From an optimization exercise on the open Yosys and OpenROAD flow, aimed at small area, a short achievable clock period and few clock cycles per item; shortcuts taken in it are not production practice.
The RTL was checked by simulation tests, not by an equivalence proof against the original design.

==> design.v <==
`timescale 1ns/1ps
`default_nettype none
module cordic_top (
    input  logic               clk,
    input  logic               rst,
    input  logic               valid_in,
    input  logic [31:0]        angle_ieee754,
    output logic signed [15:0] sin_ieee754,
    output logic signed [15:0] cos_ieee754,
    output logic               valid,
    output logic signed [2:0]  flip_out
);
    localparam logic [2:0] S_IDLE   = 3'd0;
    localparam logic [2:0] S_CONV   = 3'd1;
    localparam logic [2:0] S_REDUCE = 3'd2;
    localparam logic [2:0] S_ITER   = 3'd3;
    localparam logic [2:0] S_DONE   = 3'd4;
    localparam logic [25:0]        C_720     = 26'd47185920;
    localparam logic [25:0]        C_360     = 26'd23592960;
    localparam logic [25:0]        C_270     = 26'd17694720;
    localparam logic [25:0]        C_180     = 26'd11796480;
    localparam logic [25:0]        C_90      = 26'd5898240;
    localparam logic [43:0]        C_DEG2RAD = 44'd585635;    
    localparam logic [43:0]        C_RND24   = 44'd8388608;
    localparam logic signed [19:0] C_K       = 20'sd79594;
    logic [2:0]         state_q, state_d;
    logic               armed_q, armed_d;
    logic [31:0]        angle_q, angle_d;
    logic               neg_q, neg_d;
    logic [25:0]        fix_q, fix_d;
    logic [1:0]         quad_q, quad_d;
    logic signed [19:0] x_q, x_d;
    logic signed [19:0] y_q, y_d;
    logic signed [19:0] z_q, z_d;
    logic [3:0]         iter_q, iter_d;
    logic signed [15:0] sin_q, sin_d;
    logic signed [15:0] cos_q, cos_d;
    logic signed [2:0]  flip_q, flip_d;
    logic               valid_q, valid_d;
    logic [7:0]         w_exp;
    logic [25:0]        w_mant;
    logic               w_conv_ok;
    logic [25:0]        w_fix;
    logic               w_neg;
    logic [25:0]        w_a1, w_a2, w_base;
    logic [1:0]         w_quad;
    logic [22:0]        w_r;
    logic [43:0]        w_prod;
    logic signed [19:0] w_rad;
    logic signed [19:0] w_xs, w_ys, w_atan;
    logic               w_zpos;
    logic signed [20:0] w_sr, w_cr, w_s, w_c;
    function automatic logic signed [15:0] to_q15(input logic signed [20:0] v);
        logic signed [20:0] s;
        s = (v + 21'sd2) >>> 2;
        if (s > 21'sd32767)
            to_q15 = 16'sh7FFF;
        else if (s < -21'sd32768)
            to_q15 = 16'sh8000;
        else
            to_q15 = 16'(s);
    endfunction
    always_comb begin
        w_exp     = angle_q[30:23];
        w_mant    = {3'b001, angle_q[22:0]};
        w_conv_ok = (w_exp != 8'd0) && (w_exp < 8'd137);
        if (!w_conv_ok)
            w_fix = '0;
        else if (w_exp >= 8'd134)
            w_fix = w_mant << (w_exp - 8'd134);
        else
            w_fix = w_mant >> (8'd134 - w_exp);
        w_neg = angle_q[31] & w_conv_ok;
    end
    always_comb begin
        w_a1 = (fix_q >= C_720) ? (fix_q - C_720) : fix_q;
        w_a2 = (w_a1 >= C_360) ? (w_a1 - C_360) : w_a1;
        if (w_a2 >= C_270) begin
            w_quad = 2'd3;
            w_base = C_270;
        end else if (w_a2 >= C_180) begin
            w_quad = 2'd2;
            w_base = C_180;
        end else if (w_a2 >= C_90) begin
            w_quad = 2'd1;
            w_base = C_90;
        end else begin
            w_quad = 2'd0;
            w_base = '0;
        end
        w_r    = 23'(w_a2 - w_base);
        w_prod = {21'd0, w_r} * C_DEG2RAD;
        w_rad  = 20'((w_prod + C_RND24) >> 24);
    end
    always_comb begin
        w_xs   = x_q >>> iter_q;
        w_ys   = y_q >>> iter_q;
        w_zpos = ~z_q[19];
        w_atan = 20'sd0;
        case (iter_q)
            4'd0:  w_atan = 20'sd102944;
            4'd1:  w_atan = 20'sd60771;
            4'd2:  w_atan = 20'sd32110;
            4'd3:  w_atan = 20'sd16299;
            4'd4:  w_atan = 20'sd8181;
            4'd5:  w_atan = 20'sd4095;
            4'd6:  w_atan = 20'sd2048;
            4'd7:  w_atan = 20'sd1024;
            4'd8:  w_atan = 20'sd512;
            4'd9:  w_atan = 20'sd256;
            4'd10: w_atan = 20'sd128;
            4'd11: w_atan = 20'sd64;
            4'd12: w_atan = 20'sd32;
            4'd13: w_atan = 20'sd16;
            4'd14: w_atan = 20'sd8;
            4'd15: w_atan = 20'sd4;
            default: w_atan = 20'sd0;
        endcase
    end
    always_comb begin
        w_sr = {y_q[19], y_q};
        w_cr = {x_q[19], x_q};
        case (quad_q)
            2'd0: begin w_s = w_sr;  w_c = w_cr;  end
            2'd1: begin w_s = w_cr;  w_c = -w_sr; end
            2'd2: begin w_s = -w_sr; w_c = -w_cr; end
            default: begin w_s = -w_cr; w_c = w_sr; end
        endcase
        if (neg_q)
            w_s = -w_s;
    end
    always_comb begin
        state_d = state_q;
        armed_d = 1'b1;
        angle_d = angle_q;
        neg_d   = neg_q;
        fix_d   = fix_q;
        quad_d  = quad_q;
        x_d     = x_q;
        y_d     = y_q;
        z_d     = z_q;
        iter_d  = iter_q;
        sin_d   = sin_q;
        cos_d   = cos_q;
        flip_d  = flip_q;
        valid_d = 1'b0;
        case (state_q)
            S_IDLE: begin
                if (valid_in && armed_q) begin
                    angle_d = angle_ieee754;
                    state_d = S_CONV;
                end
            end
            S_CONV: begin
                fix_d   = w_fix;
                neg_d   = w_neg;
                state_d = S_REDUCE;
            end
            S_REDUCE: begin
                quad_d  = w_quad;
                x_d     = C_K;
                y_d     = 20'sd0;
                z_d     = w_rad;
                iter_d  = 4'd0;
                state_d = S_ITER;
            end
            S_ITER: begin
                if (w_zpos) begin
                    x_d = x_q - w_ys;
                    y_d = y_q + w_xs;
                    z_d = z_q - w_atan;
                end else begin
                    x_d = x_q + w_ys;
                    y_d = y_q - w_xs;
                    z_d = z_q + w_atan;
                end
                iter_d = iter_q + 4'd1;
                if (iter_q == 4'd15)
                    state_d = S_DONE;
            end
            S_DONE: begin
                sin_d   = to_q15(w_s);
                cos_d   = to_q15(w_c);
                flip_d  = {neg_q, quad_q};
                valid_d = 1'b1;
                state_d = S_IDLE;
            end
            default: state_d = S_IDLE;
        endcase
    end
    always_ff @(posedge clk or negedge rst) begin
        if (!rst) begin
            state_q <= S_IDLE;
            armed_q <= 1'b0;
            angle_q <= '0;
            neg_q   <= 1'b0;
            fix_q   <= '0;
            quad_q  <= '0;
            x_q     <= '0;
            y_q     <= '0;
            z_q     <= '0;
            iter_q  <= '0;
            sin_q   <= '0;
            cos_q   <= '0;
            flip_q  <= '0;
            valid_q <= 1'b0;
        end else begin
            state_q <= state_d;
            armed_q <= armed_d;
            angle_q <= angle_d;
            neg_q   <= neg_d;
            fix_q   <= fix_d;
            quad_q  <= quad_d;
            x_q     <= x_d;
            y_q     <= y_d;
            z_q     <= z_d;
            iter_q  <= iter_d;
            sin_q   <= sin_d;
            cos_q   <= cos_d;
            flip_q  <= flip_d;
            valid_q <= valid_d;
        end
    end
    assign sin_ieee754 = sin_q;
    assign cos_ieee754 = cos_q;
    assign flip_out    = flip_q;
    assign valid       = valid_q;
endmodule
`default_nettype wire
==> run.sh <==
#!/bin/bash
# synth_recipe.tcl (not shown) runs the flow's synth.tcl, then flattens the netlist and writes it again
# the make line also repeats each setting of config.mk as NAME=value (left out here)
make -C /OpenROAD-flow-scripts/flow DESIGN_CONFIG=/design/flow/config.mk WORK_HOME=/design/flow/orfs CLKGATE_MAP_FILE= SYNTH_SCRIPT=/design/flow/synth_recipe.tcl finish
==> config.mk <==
export PLATFORM = sky130hd
export DESIGN_NAME = cordic_top
export DESIGN_NICKNAME = cordic_top
export VERILOG_FILES = /design/flow/design.v
export SDC_FILE = /design/flow/constraint.sdc
export NUM_CORES = 4
export LEC_CHECK = 0
export CAP_MARGIN = 20
export CORE_MARGIN = 2
export CORE_UTILIZATION = 40
export SLEW_MARGIN = 20
==> constraint.sdc <==
create_clock -name core_clock -period 12.0 [get_ports {clk}]
set_input_delay 2.4000 -clock core_clock [delete_from_list [all_inputs] [get_ports {clk}]]
set_output_delay 2.4000 -clock core_clock [all_outputs]
set_load 0.01 [all_outputs]
==> flow_results.xml <==
<?xml version="1.0" encoding="UTF-8"?>
<metrics>
  <group name="logic_synthesis">
    <metric name="postSynthCellCount" unit="">3228</metric>
    <metric name="synthSimpleGateAreaFrac" unit="">0.149</metric>
    <metric name="mappedNetlistArea" unit="mm2">0.0275</metric>
    <metric name="synthXorXnorAreaFrac" unit="">0.0699</metric>
    <metric name="synth-seq-area-share" unit="">0.150</metric>
    <metric name="synth_top_area_share" unit="">0.150</metric>
    <metric name="synthArstFlopShare" unit="">1.00</metric>
    <metric name="synth_flop_cell" unit="">sky130_fd_sc_hd__dfrtp_1</metric>
    <metric name="synth-compound-area-share" unit="">0.168</metric>
    <metric name="postSynthRegisterBits" unit="">165</metric>
    <metric name="synth_fp_nets" unit="">3762</metric>
    <metric name="syn-mean-instance-area" unit="um2">8.53</metric>
    <metric name="synthMuxAreaShare" unit="">0.102</metric>
    <metric name="post_synth_fa_ha_maj_area_fraction" unit="">0.281</metric>
    <metric name="yosys.area.top_type" unit="">sky130_fd_sc_hd__dfrtp_1</metric>
    <metric name="edff_count_synth" unit="">0</metric>
    <metric name="yosysWarnings" unit="">1</metric>
    <metric name="synth.area.top_cells" unit="">sky130_fd_sc_hd__dfrtp_1, sky130_fd_sc_hd__fa_1, sky130_fd_sc_hd__ha_1</metric>
    <metric name="synth_top_family_by_area" unit="">adder cells</metric>
    <metric name="synthDistinctLibCells" unit="">104</metric>
  </group>
  <group name="global_route">
    <metric name="grt_first_pass_wirelength" unit="um">123000</metric>
    <metric name="overflow_after_grt" unit="">0</metric>
    <metric name="largest_net_degree_at_the_start_of_global_routing" unit="">74</metric>
    <metric name="antenna_violations_before_repair" unit="">0</metric>
    <metric name="grt_util_all_layers" unit="">0.220</metric>
    <metric name="first_global_vias" unit="">21668</metric>
  </group>
  <group name="layout">
    <metric name="layout_common_cells" unit="">sky130_fd_sc_hd__inv_1, sky130_fd_sc_hd__ha_1, sky130_fd_sc_hd__nand2_1</metric>
    <metric name="flow.area_growth_from_synthesis" unit="%">8.02</metric>
    <metric name="nets" unit="">3732</metric>
    <metric name="post_route_cells_drive_above_1_share" unit="">0.0860</metric>
    <metric name="mostFrequentLayoutCell" unit="">sky130_fd_sc_hd__inv_1</metric>
    <metric name="utilization" unit="">0.435</metric>
    <metric name="num_antenna_cells" unit="">0</metric>
  </group>
  <group name="sta">
    <metric name="relative_slew_margins" unit="">0.285</metric>
    <metric name="skew" unit="ns">0.0214</metric>
    <metric name="final_layout_setup_total_negative_slack" unit="ns">0</metric>
    <metric name="maxSlewViolCount" unit="">0</metric>
    <metric name="timing.fmax" unit="MHz">88.9</metric>
    <metric name="finalCritPeriodShare" unit="">0.937</metric>
    <metric name="worst_slack" unit="ns">0.752</metric>
    <metric name="fin_worst_hold_slack" unit="ns">0.476</metric>
    <metric name="final-setup-viol-count" unit="">0</metric>
    <metric name="worst-slew-pin-transition" unit="ns">1.07</metric>
    <metric name="final_period_minus_worst_setup_slack" unit="ns">11.25</metric>
    <metric name="hold_viol_final" unit="">0</metric>
  </group>
  <group name="detailed_routing">
    <metric name="viasPerCell" unit="">5.61</metric>
    <metric name="detailedRoute.firstIterationViolations" unit="">1942</metric>
    <metric name="post_drt_wl_per_cell" unit="um">18.9</metric>
    <metric name="remaining_drc_errors" unit="">0</metric>
    <metric name="route.final.wire_length" unit="um">77200</metric>
    <metric name="final_antenna_net_count" unit="">0</metric>
    <metric name="vias" unit="">22943</metric>
    <metric name="drt_pass1_iterations" unit="">6</metric>
  </group>
  <group name="worst_setup_path">
    <metric name="timing.critical_path.slowest_stage_cell" unit="">sky130_fd_sc_hd__fa_1</metric>
    <metric name="end_kind" unit="">register</metric>
    <metric name="max_fanout_on_critical_path" unit="">8</metric>
    <metric name="cp-start-kind" unit="">register</metric>
    <metric name="critPathMostFrequentCell" unit="">sky130_fd_sc_hd__inv_1</metric>
    <metric name="critical_path_at" unit="ns">11.61</metric>
    <metric name="timing.critical_path.slowest_cell_delay" unit="ns">0.50</metric>
    <metric name="timing.critical_path.required" unit="ns">12.36</metric>
    <metric name="critical_path_class" unit="">register to register</metric>
  </group>
  <group name="floorplanning">
    <metric name="floorplan.die.width" unit="um">266</metric>
    <metric name="chipHeight" unit="um">266</metric>
    <metric name="coreArea" unit="mm2">0.0683</metric>
    <metric name="start_util" unit="">0.403</metric>
    <metric name="dieArea" unit="mm2">0.0710</metric>
    <metric name="std_cell_rows" unit="">96</metric>
    <metric name="ioPinCount" unit="">71</metric>
  </group>
  <group name="clocking">
    <metric name="number_of_buffers_on_the_longest_clock_path" unit="">2</metric>
    <metric name="clock_tree.root_cell" unit="">sky130_fd_sc_hd__clkbuf_16</metric>
    <metric name="cts.sinks" unit="">165</metric>
    <metric name="clk_latency" unit="ns">0.50</metric>
    <metric name="cts_made_buffers" unit="">17</metric>
    <metric name="path_clk_slew" unit="ns">0.08</metric>
    <metric name="cts-htree-levels" unit="">4</metric>
    <metric name="cts_tree" unit="">done</metric>
  </group>
  <group name="run_status">
    <metric name="outcome" unit="">complete, no violations</metric>
  </group>
  <group name="place">
    <metric name="total_half_perimeter_wirelength_after_legalization_and_detailed_placement" unit="um">60300</metric>
    <metric name="dp_worst_setup_slack" unit="ns">0.364</metric>
    <metric name="globalplace.congestion" unit="">0.949</metric>
    <metric name="port-buffer-count" unit="">70</metric>
  </group>
  <group name="hold_path">
    <metric name="hold_class" unit="">register to register</metric>
  </group>
  <group name="flow_run">
    <metric name="maxCapViolations" unit="">0</metric>
  </group>
</metrics>
## metrics by stage
step / cells / instance area, um2
final: 4092 / 29700
after global routing: 4092 / 29700
after CTS: 4086 / 29600
after detailed placement: 4055 / 29100
after global placement: 4054 / 29000
after floorplan: 3228 / 27500
## worst max-delay path: cells and delay by family, from the launching register on
kind            cells  cell delay, ns
simple gates        7            1.50
xor+xnor            3            0.48
buf+inv             8            0.52
mux                 2            0.37
flops               1            0.38
fa+ha+maj          11            4.09
compound gates     18            3.76
## routing by layer
| layer | track usage | vias up | wire length [um] |
|---|---|---|---|
| met2 | 0.342 | 591 | 34400 |
| met5 | 0 | - | 0 |
| met1 | 0.326 | 11105 | 37800 |
| met3 | 0.0279 | 63 | 3870 |
| met4 | 0.0462 | 0 | 1160 |
| li1 | - | 11184 | - |
## cell families (layout without fill, tap and decap cells)
| kind of cell | Yosys count | count (layout) |
|---|---|---|
| adder cells (fa/ha/maj) | 500 | 500 |
| flip-flops | 165 | 165 |
| XOR/XNOR | 219 | 219 |
| AND/OR/NAND/NOR | 852 | 852 |
| other | 1 | 1 |
| AO/OA/AOI/OAI | 724 | 724 |
| multiplexers | 200 | 200 |
| buffers and inverters | 567 | 549 |
## Yosys cell counts, types with 20 or more instances
| library cell | count |
|---|---|
| sky130_fd_sc_hd__inv_1 | 387 |
| sky130_fd_sc_hd__clkbuf_1 | 129 |
| sky130_fd_sc_hd__and3_1 | 21 |
| sky130_fd_sc_hd__ha_1 | 300 |
| sky130_fd_sc_hd__mux4_2 | 57 |
| sky130_fd_sc_hd__a211oi_1 | 23 |
| sky130_fd_sc_hd__fa_1 | 199 |
| sky130_fd_sc_hd__nand3_1 | 61 |
| sky130_fd_sc_hd__mux2i_1 | 75 |
| sky130_fd_sc_hd__a22o_1 | 20 |
| sky130_fd_sc_hd__nand2_1 | 252 |
| sky130_fd_sc_hd__o21a_1 | 20 |
| sky130_fd_sc_hd__o22ai_1 | 26 |
| sky130_fd_sc_hd__nor2b_1 | 37 |
| sky130_fd_sc_hd__mux2_2 | 66 |
| sky130_fd_sc_hd__dfrtp_1 | 165 |
| sky130_fd_sc_hd__o21ai_0 | 180 |
| sky130_fd_sc_hd__nor3_1 | 76 |
| sky130_fd_sc_hd__nand2b_1 | 24 |
| sky130_fd_sc_hd__or3_1 | 21 |
| sky130_fd_sc_hd__a21o_1 | 40 |
| sky130_fd_sc_hd__o31ai_1 | 31 |
| sky130_fd_sc_hd__a31oi_1 | 35 |
| sky130_fd_sc_hd__nor2_1 | 242 |
| sky130_fd_sc_hd__a21oi_1 | 198 |
| sky130_fd_sc_hd__xor2_1 | 87 |
| sky130_fd_sc_hd__xnor2_1 | 131 |
## state kept, by name, indices dropped and copies added (netlist names)
| name | count |
|---|---|
| angle_q | 32 |
| armed_q | 1 |
| cos_q | 16 |
| fix_q | 26 |
| flip_q | 3 |
| iter_q | 4 |
| neg_q | 1 |
| quad_q | 2 |
| sin_q | 16 |
| state_q | 3 |
| valid_q | 1 |
| x_q | 20 |
| y_q | 20 |
| z_q | 20 |
## worst paths after layout
kind,from,endpoint,slack [ns],depth (start not counted)
max,fix_q[15]$_DFFE_PN0P_,z_q[17]$_DFFE_PN0P_,0.75,49
min,flip_q[2]$_DFFE_PN0P_,flip_q[2]$_DFFE_PN0P_,0.48,2
max reg2reg,fix_q[15]$_DFFE_PN0P_,z_q[17]$_DFFE_PN0P_,0.75,49
min reg2reg,flip_q[2]$_DFFE_PN0P_,flip_q[2]$_DFFE_PN0P_,0.48,2
max in group asynchronous,rst,quad_q[0]$_DFFE_PN0P_,8.57,2
min in group asynchronous,rst,cos_q[1]$_DFFE_PN0P_,1.87,1
## final cells by class
class,instances,area (um2)
clock buffer,17,425
clock inverter,14,146
fill,6818,38600
inverter,390,1460
multi-input combinational,2496,21300
sequential,165,4130
tap,882,1100
timing repair buffer,128,1180
## repair_timing
item	in CTS	in global routing
gates resized for setup	0	7
setup buffers	0	4
endpoints found under the setup margin	0	11
hold buffers	0	0
hold endpoints to repair	0	0
Testbench counts, summed over its fixed seeds: cycles 48,008, items 2,400.

static timing again, ports no longer ideal:
The results above use ideal ports. As a check the final layout listed here was re-extracted and re-timed, cells and wires unchanged.
Step 1: set_driving_cell puts a clkbuf_16 on clk and a buf_2 on each other input, an assumption about the parent block.
Step 2 times the ports against the registers' clock, not the clock port: input delays grow and output delays shrink by t, the midpoint of the rising clock arrivals with the driver on.
a / b / c = ideal ports / drivers / drivers and shift; a / b = the first two.
shift t [ns]: 0.558
setup slack, ns: 0.752 / 0.752 / 0.752
hold slack, ns: 0.476 / 0.476 / 0.476
worst register clock-pin slew, ns: 0.09 / 0.09
pins driven straight from the clock port: 1
After both steps this run still meets setup and hold. The setup slack of this run moves by 0.000 ns with the drivers and by 0.000 ns with both steps.
